From an optimization exercise on the open Yosys and OpenROAD flow, aimed at small area and a short achievable clock period; shortcuts taken in it are not production practice.
Function was checked by simulation only, so behaviour that the tests miss may differ from the original.

==> flow/design.v <==
`timescale 1ns/1ps
module input_buffer #(
	parameter int buffer_depth = 4,
	parameter int flit_w       = 28
) (
	input  logic              clk,
	input  logic              reset,
	input  logic [flit_w-1:0] flit_in,
	input  logic              write,
	input  logic              pop,
	output logic [flit_w-1:0] head,
	output logic              head_valid,
	output logic              full
);
	localparam int ptr_w = $clog2(buffer_depth);
	logic [flit_w-1:0] mem [buffer_depth];
	logic [ptr_w-1:0]  wr_ptr;
	logic [ptr_w-1:0]  rd_ptr;
	logic [ptr_w:0]    count;
	logic [ptr_w:0]    count_next;
	logic              do_write;
	logic              do_pop;
	assign do_write = write && !full;
	assign do_pop   = pop && head_valid;
	assign count_next = count + {{ptr_w{1'b0}}, do_write} - {{ptr_w{1'b0}}, do_pop};
	assign head = mem[rd_ptr];
	always_ff @(posedge clk) begin
		if (reset) begin
			wr_ptr     <= '0;
			rd_ptr     <= '0;
			count      <= '0;
			head_valid <= 1'b0;
			full       <= 1'b0;
		end else begin
			if (do_write)
				wr_ptr <= wr_ptr + 1'b1;
			if (do_pop)
				rd_ptr <= rd_ptr + 1'b1;
			count      <= count_next;
			head_valid <= (count_next != '0);
			full       <= (count_next == buffer_depth[ptr_w:0]);
		end
	end
	always_ff @(posedge clk) begin
		if (do_write)
			mem[wr_ptr] <= flit_in;
	end
endmodule
`timescale 1ns/1ps
module route_alloc #(
	parameter int route_alg = 0,	 
	parameter int num_ports = 5,
	parameter int flit_w    = 28
) (
	input  logic                        clk,
	input  logic                        reset,
	input  logic [3:0]                  router_id,
	input  logic [num_ports*flit_w-1:0] heads,
	input  logic [num_ports-1:0]        head_valid,
	input  logic [num_ports-1:0]        full_in,
	output logic [num_ports-1:0]        pop,
	output logic [num_ports*3-1:0]      out_sel,
	output logic [num_ports-1:0]        out_grant
);
	localparam logic [2:0] port_local = 3'd0;
	localparam logic [2:0] port_west  = 3'd1;
	localparam logic [2:0] port_south = 3'd2;
	localparam logic [2:0] port_east  = 3'd3;
	localparam logic [2:0] port_north = 3'd4;
	logic [1:0] cur_row;
	logic [1:0] cur_col;
	logic [2:0] route       [num_ports];
	logic [2:0] rr_ptr      [num_ports];
	logic [2:0] rr_ptr_next [num_ports];
	assign cur_row = router_id[3:2];
	assign cur_col = router_id[1:0];
	function automatic logic [2:0] dor_route(input logic [1:0] dest_row, input logic [1:0] dest_col,
		input logic [1:0] own_row, input logic [1:0] own_col);
		logic [2:0] col_port;
		logic [2:0] row_port;
		begin
			col_port = (dest_col < own_col) ? port_west : port_east;
			row_port = (dest_row < own_row) ? port_north : port_south;
			if (route_alg == 0) begin
				if (dest_col != own_col)
					dor_route = col_port;
				else if (dest_row != own_row)
					dor_route = row_port;
				else
					dor_route = port_local;
			end else begin
				if (dest_row != own_row)
					dor_route = row_port;
				else if (dest_col != own_col)
					dor_route = col_port;
				else
					dor_route = port_local;
			end
		end
	endfunction
	always_comb begin
		for (int i = 0; i < num_ports; i++)
			route[i] = dor_route(heads[i*flit_w+26 +: 2], heads[i*flit_w+24 +: 2], cur_row, cur_col);
	end
	always_comb begin
		logic [2:0] idx;
		logic [2:0] win;
		logic       found;
		pop       = '0;
		out_grant = '0;
		out_sel   = '0;
		for (int o = 0; o < num_ports; o++) begin
			found          = 1'b0;
			win            = 3'd0;
			rr_ptr_next[o] = rr_ptr[o];
			for (int k = 0; k < num_ports; k++) begin
				idx = 3'(({1'b0, rr_ptr[o]} + 4'(k)) % 4'(num_ports));
				if (!found && head_valid[idx] && route[idx] == 3'(o)) begin
					found = 1'b1;
					win   = idx;
				end
			end
			out_sel[o*3 +: 3] = win;
			if (found && !full_in[o]) begin
				out_grant[o]   = 1'b1;
				pop[win]       = 1'b1;
				rr_ptr_next[o] = 3'(({1'b0, win} + 4'd1) % 4'(num_ports));
			end
		end
	end
	always_ff @(posedge clk) begin
		if (reset) begin
			for (int o = 0; o < num_ports; o++)
				rr_ptr[o] <= port_local;
		end else begin
			for (int o = 0; o < num_ports; o++)
				rr_ptr[o] <= rr_ptr_next[o];
		end
	end
endmodule
`timescale 1ns/1ps
module switch_traversal #(
	parameter int num_ports = 5,
	parameter int flit_w    = 28
) (
	input  logic                        clk,
	input  logic                        reset,
	input  logic [num_ports*flit_w-1:0] heads,
	input  logic [num_ports*3-1:0]      out_sel,
	input  logic [num_ports-1:0]        out_grant,
	output logic [num_ports*flit_w-1:0] flit_out,
	output logic [num_ports-1:0]        valid_out
);
	logic [flit_w-1:0] head_arr [num_ports];
	for (genvar p = 0; p < num_ports; p++) begin : g_head
		assign head_arr[p] = heads[p*flit_w +: flit_w];
	end
	always_ff @(posedge clk) begin
		if (reset)
			valid_out <= '0;
		else
			valid_out <= out_grant;
	end
	always_ff @(posedge clk) begin
		for (int o = 0; o < num_ports; o++)
			flit_out[o*flit_w +: flit_w] <= head_arr[out_sel[o*3 +: 3]];
	end
endmodule
`timescale 1ns/1ps
module mesh_router #(
	parameter int buffer_depth = 4,
	parameter int route_alg    = 0	 
) (
	input  logic         clk,
	input  logic         reset,
	input  logic [3:0]   router_id,
	input  logic [139:0] flit_in,
	input  logic [4:0]   valid_in,
	output logic [4:0]   full_out,
	output logic [139:0] flit_out,
	output logic [4:0]   valid_out,
	input  logic [4:0]   full_in
);
	localparam int num_ports = 5;
	localparam int flit_w    = 28;
	logic [num_ports*flit_w-1:0] heads;
	logic [num_ports-1:0]        head_valid;
	logic [num_ports-1:0]        pop;
	logic [num_ports*3-1:0]      out_sel;
	logic [num_ports-1:0]        out_grant;
	for (genvar p = 0; p < num_ports; p++) begin : g_in_port
		input_buffer #(
			.buffer_depth(buffer_depth),
			.flit_w      (flit_w)
		) input_buffer_i (
			.clk       (clk),
			.reset     (reset),
			.flit_in   (flit_in[p*flit_w +: flit_w]),
			.write     (valid_in[p]),
			.pop       (pop[p]),
			.head      (heads[p*flit_w +: flit_w]),
			.head_valid(head_valid[p]),
			.full      (full_out[p])
		);
	end
	route_alloc #(
		.route_alg(route_alg),
		.num_ports(num_ports),
		.flit_w   (flit_w)
	) route_alloc_i (
		.clk       (clk),
		.reset     (reset),
		.router_id (router_id),
		.heads     (heads),
		.head_valid(head_valid),
		.full_in   (full_in),
		.pop       (pop),
		.out_sel   (out_sel),
		.out_grant (out_grant)
	);
	switch_traversal #(
		.num_ports(num_ports),
		.flit_w   (flit_w)
	) switch_traversal_i (
		.clk      (clk),
		.reset    (reset),
		.heads    (heads),
		.out_sel  (out_sel),
		.out_grant(out_grant),
		.flit_out (flit_out),
		.valid_out(valid_out)
	);
endmodule
==> flow/run.sh <==
#!/bin/bash
# synth_recipe.tcl (not shown) runs the flow's synth.tcl, then flattens the netlist and writes it again
# the make line also repeats each setting of config.mk as NAME=value (left out here)
make -C /OpenROAD-flow-scripts/flow DESIGN_CONFIG=/design/flow/config.mk WORK_HOME=/design/flow/orfs CLKGATE_MAP_FILE= SYNTH_SCRIPT=/design/flow/synth_recipe.tcl finish
==> flow/constraint.sdc <==
create_clock -name core_clock -period 8.0 [get_ports {clk}]
set_input_delay 1.6000 -clock core_clock [delete_from_list [all_inputs] [get_ports {clk}]]
set_output_delay 1.6000 -clock core_clock [all_outputs]
set_load 0.01 [all_outputs]
==> flow/config.mk <==
export PLATFORM = sky130hd
export DESIGN_NAME = mesh_router
export DESIGN_NICKNAME = mesh_router
export VERILOG_FILES = /design/flow/design.v
export SDC_FILE = /design/flow/constraint.sdc
export NUM_CORES = 4
export LEC_CHECK = 0
export CAP_MARGIN = 20
export CORE_MARGIN = 2
export CORE_UTILIZATION = 40
export SLEW_MARGIN = 20
==> run summary <==
STA
The clock period minus final worst setup slack is 7.594 ns. The final period utilization is 0.9493. Hold timing on the final database bottoms out at a slack of 0.5501 ns. Setup violations remaining at the end of the flow were counted as 0. For the pin with the worst max-slew slack, the measured transition is 1.031 ns. Headroom to the max-slew limit came out at 0.3036. Across the routed clock network, the largest skew measured is 0.05533 ns. The count of endpoints failing hold in the final timing report is 0.

The final count of pins violating max slew is 0. Timing would allow up to 131.7 MHz.

Die
The initial utilization of the core area, before any placement, comes to 0.4045. The standard-cell row count is 118. The die is 328.2 µm tall. During I/O placement, the number of pins put on the boundary was 306. From left edge to right edge, the die measures 328.2 µm. The core region is 0.1039 mm². The die covers 0.1077 mm².

Critical path
Data arrives at the worst endpoint at 8.16 ns. The slowest stage of the critical path belongs to the cell sky130_fd_sc_hd__or3b_1. In this run the worst path has a maximum fanout of 8. STA puts the critical path data required time at 8.56 ns. The number of cells on the worst reg-to-reg path is 31.

The worst setup path is of the reg -> reg kind. For this run, the slowest stage of the critical path takes 0.46 ns. The cell that appears most often on the critical path is sky130_fd_sc_hd__ha_1. The startpoint type of the worst setup path is a flip-flop. The endpoint type of the worst setup path is a flip-flop.

Yosys
The fraction of registers with async set or reset after synthesis is 0. For this run, the leading register cell type out of synthesis is sky130_fd_sc_hd__edfxtp_1. The sequential-to-total area share from yosys stat is 0.5024. The synthesized net count is 3890. The synthesized design contains 560 enable-type register cells. After synthesis the cells add up to 0.04204 mm². The number of synthesis warnings is 7.

The unique cell type count in the Yosys netlist is 124. The register bit total from synthesis is 775. Dividing the synthesized area by the synthesized cell count gives 11.86 µm². The number of standard cells after synthesis is 3546.

GRT
The initial antenna violation count is 12. The first global-routing pass estimated 213.5 mm of wire. Summed over all layers, the global routing overflow is 0. Entering global routing, the biggest net connects 57 pins.

The via count of the first global-routing pass came to 31470. In the global route stage, overall resource usage came out at 0.2696.

Final layout
In the final layout, the multi-input gates occupy 0.01955 mm². The net count reported at finish is 4256. Across the whole layout, storage elements account for 0.02113 mm². Of the cells placed in the final design, the portion with a size suffix greater than 1 is 0.1510.

The number of fill cells in the layout is 9338. Leaving out filler cells and counting taps, the final layout contains 5369. For this run, the share of the core covered by cells in the final layout is 0.4834. The area added between synthesis and finish is 19.51%.

Worst hold path
The worst hold path class is reg -> reg. Along the worst hold path, the cell count comes to 1.

Placement
The half-perimeter wire length of the detailed placement result is 106.7 mm. The number of placed instances, taps included, is 5206. The routability-driven placement congestion ratio is 0.9791. The count of buffers added on input and output ports is 305.

Clock network
In this run the clock root is driven by a sky130_fd_sc_hd__clkbuf_16. The buffer depth of the longest clock path is 3. The clock insertion delay at the later pin of the skew report is 0.68 ns. For this design, the sink count on the clock tree is 775. Hold repair after CTS inserted 0 buffers.

TritonCTS built the clock tree. The post-CTS clock slew at the launch and capture registers of the worst setup and hold paths is 0.06 ns. The number of clock buffers inserted by TritonCTS is 83. The depth of the CTS H-tree is 3.

Job
Across the run, the number of max-cap violations was 0.

Routing
The detailed router finished its first iteration with 3800 violations. Once detail routing completed, the nets flagged for antenna violations numbered 0. After detailed routing, the average wire length per cell comes to 27.63 µm. The first detailed-routing pass ran for 6 iterations. In the routed design, unresolved DRC markers number 0. Using the TritonRoute via totals, the vias-per-cell ratio works out to 6.102. Summed over all layers, the routed wires come to 148.4 mm. The number of vias in the routed layout is 32760.

Status
The run finished with no timing, DRC or antenna violations.
-- through the flow --
stage	setup TNS [ns]	instance area [µm²]	setup WS (ns)
CTS	0	50130	0.2599
global placement	0	47410	0.1226
floorplan	0	42040	0.2271
global route	-0.05318	50230	-0.03025
finish	0	50240	0.4058
detailed placement	0	47440	0.04840
-- area by class of cell --
type,instances,share of cell area
flip-flops and latches,775,0.4205
multi-input cells,2404,0.3890
repair buffers,508,0.09164
clock buffers,110,0.04550
well taps,1380,0.03437
inverters,140,0.01046
clock inverters,42,0.008019
diodes,10,0.0004981
-- layout by cell type, fill, tap and decap left out, types with 59 or more instances in the layout --
cell type,Yosys,routed
sky130_fd_sc_hd__ha_1,181,180
sky130_fd_sc_hd__o21ai_0,187,184
sky130_fd_sc_hd__a22o_1,144,144
sky130_fd_sc_hd__clkdlybuf4s50_1,0,304
sky130_fd_sc_hd__mux4_2,147,147
sky130_fd_sc_hd__clkbuf_16,0,86
sky130_fd_sc_hd__inv_1,128,128
sky130_fd_sc_hd__edfxtp_1,560,560
sky130_fd_sc_hd__dfxtp_1,215,209
sky130_fd_sc_hd__nand2_1,263,263
sky130_fd_sc_hd__nor3_1,60,59
sky130_fd_sc_hd__nor2_1,184,181
sky130_fd_sc_hd__a221oi_1,153,153
sky130_fd_sc_hd__a21oi_1,128,125
sky130_fd_sc_hd__buf_4,7,201
-- cell families after synthesis --
logic type	after synthesis	synth area share
AO/OA/AOI/OAI	1052	0.1878
XOR/XNOR	70	0.01539
adder cells (fa/ha/maj)	189	0.05747
buffers and inverters	367	0.03589
flip-flops	775	0.5024
multiplexers	220	0.09664
AND/OR/NAND/NOR	873	0.1045
-- flip-flops by register name, summed over array words and instances (netlist names), named ones only --
signal,cells
g_in_port.input_buffer_i.full,5
route_alloc_i.rr_ptr,15
g_in_port.input_buffer_i.wr_ptr,10
g_in_port.input_buffer_i.mem,560
g_in_port.input_buffer_i.head_valid,5
g_in_port.input_buffer_i.count,15
switch_traversal_i.valid_out,5
g_in_port.input_buffer_i.rd_ptr,10
switch_traversal_i.flit_out,140
-- routing by layer --
layer  global-route usage  vias to the layer above  share of wire
met2               0.4140                     1656           0.45
met5                    0                        -        0.00012
met1               0.3561                    16110           0.40
li1                     -                    14680              -
met3              0.05803                      316          0.088
met4               0.1473                        4          0.058
-- what timing repair did --
| item | 4_1_cts | 5_1_grt |
|---|---|---|
| setup endpoints to repair | 0 | 20 |
| resized for setup | 0 | 19 |
| setup buffers | 0 | 1 |
-- cell usage after synthesis, drive strengths merged, types with 122 or more instances --
master  instances  area (µm²)
inv           136       510.5
o21ai         223        1127
a221oi        155        1381
a22o          144        1261
edfxtp        560       16820
nand2         263       987.2
clkbuf        122       457.9
a21oi         134       700.7
nor2          184       690.7
ha            181        2265
mux4          147        3311
dfxtp         215        4304
-- worst paths after layout --
path / from / endpoint / slack (ns)
setup / recovery: route_alloc_i.rr_ptr[2][1] / g_in_port[4].input_buffer_i.full / 0.41
hold / removal: g_in_port[2].input_buffer_i.rd_ptr[0] / flip-flop / 0.55
setup reg to reg: route_alloc_i.rr_ptr[2][1] / g_in_port[4].input_buffer_i.full / 0.41
hold reg to reg: g_in_port[2].input_buffer_i.rd_ptr[0] / flip-flop / 0.55
-- critical path: cells and delay by family (launching register included) --
kind / cells / cell delay, ns
AOI/OAI and AO/OA: 10 / 2.68
xor gates and xnor gates: 3 / 0.65
adders and majority gates: 7 / 1.70
buffers and inverters: 5 / 0.54
DFF: 1 / 0.35
and+or+nand+nor: 6 / 1.58

[separate check: timing with driven ports]
How much do the figures lean on ideal ports? The routed layout below was timed once more, with nothing changed but the port constraints.
Step 1 assumes that a clkbuf_16 drives the clock port and a buf_2 every other input.
Step 2, shift: input delay + t, output delay - t, t = (earliest + latest rising clock arrival at the registers) / 2. This alone moves slack from input paths to output paths.
a / b / c = no drivers / after step 1 / after step 2; a / b = the first two.
t (ns): 0.725
setup slack, ns: 0.406 / 0.406 / -0.092
worst setup path after step 2: input to register
worst register clock-pin slew, ns: 0.08 / 0.08
Met with ideal ports but missed after step 2: setup timing in this run. For this run, drivers alone change the setup slack by 0.000 ns; drivers and shift together by -0.498 ns.
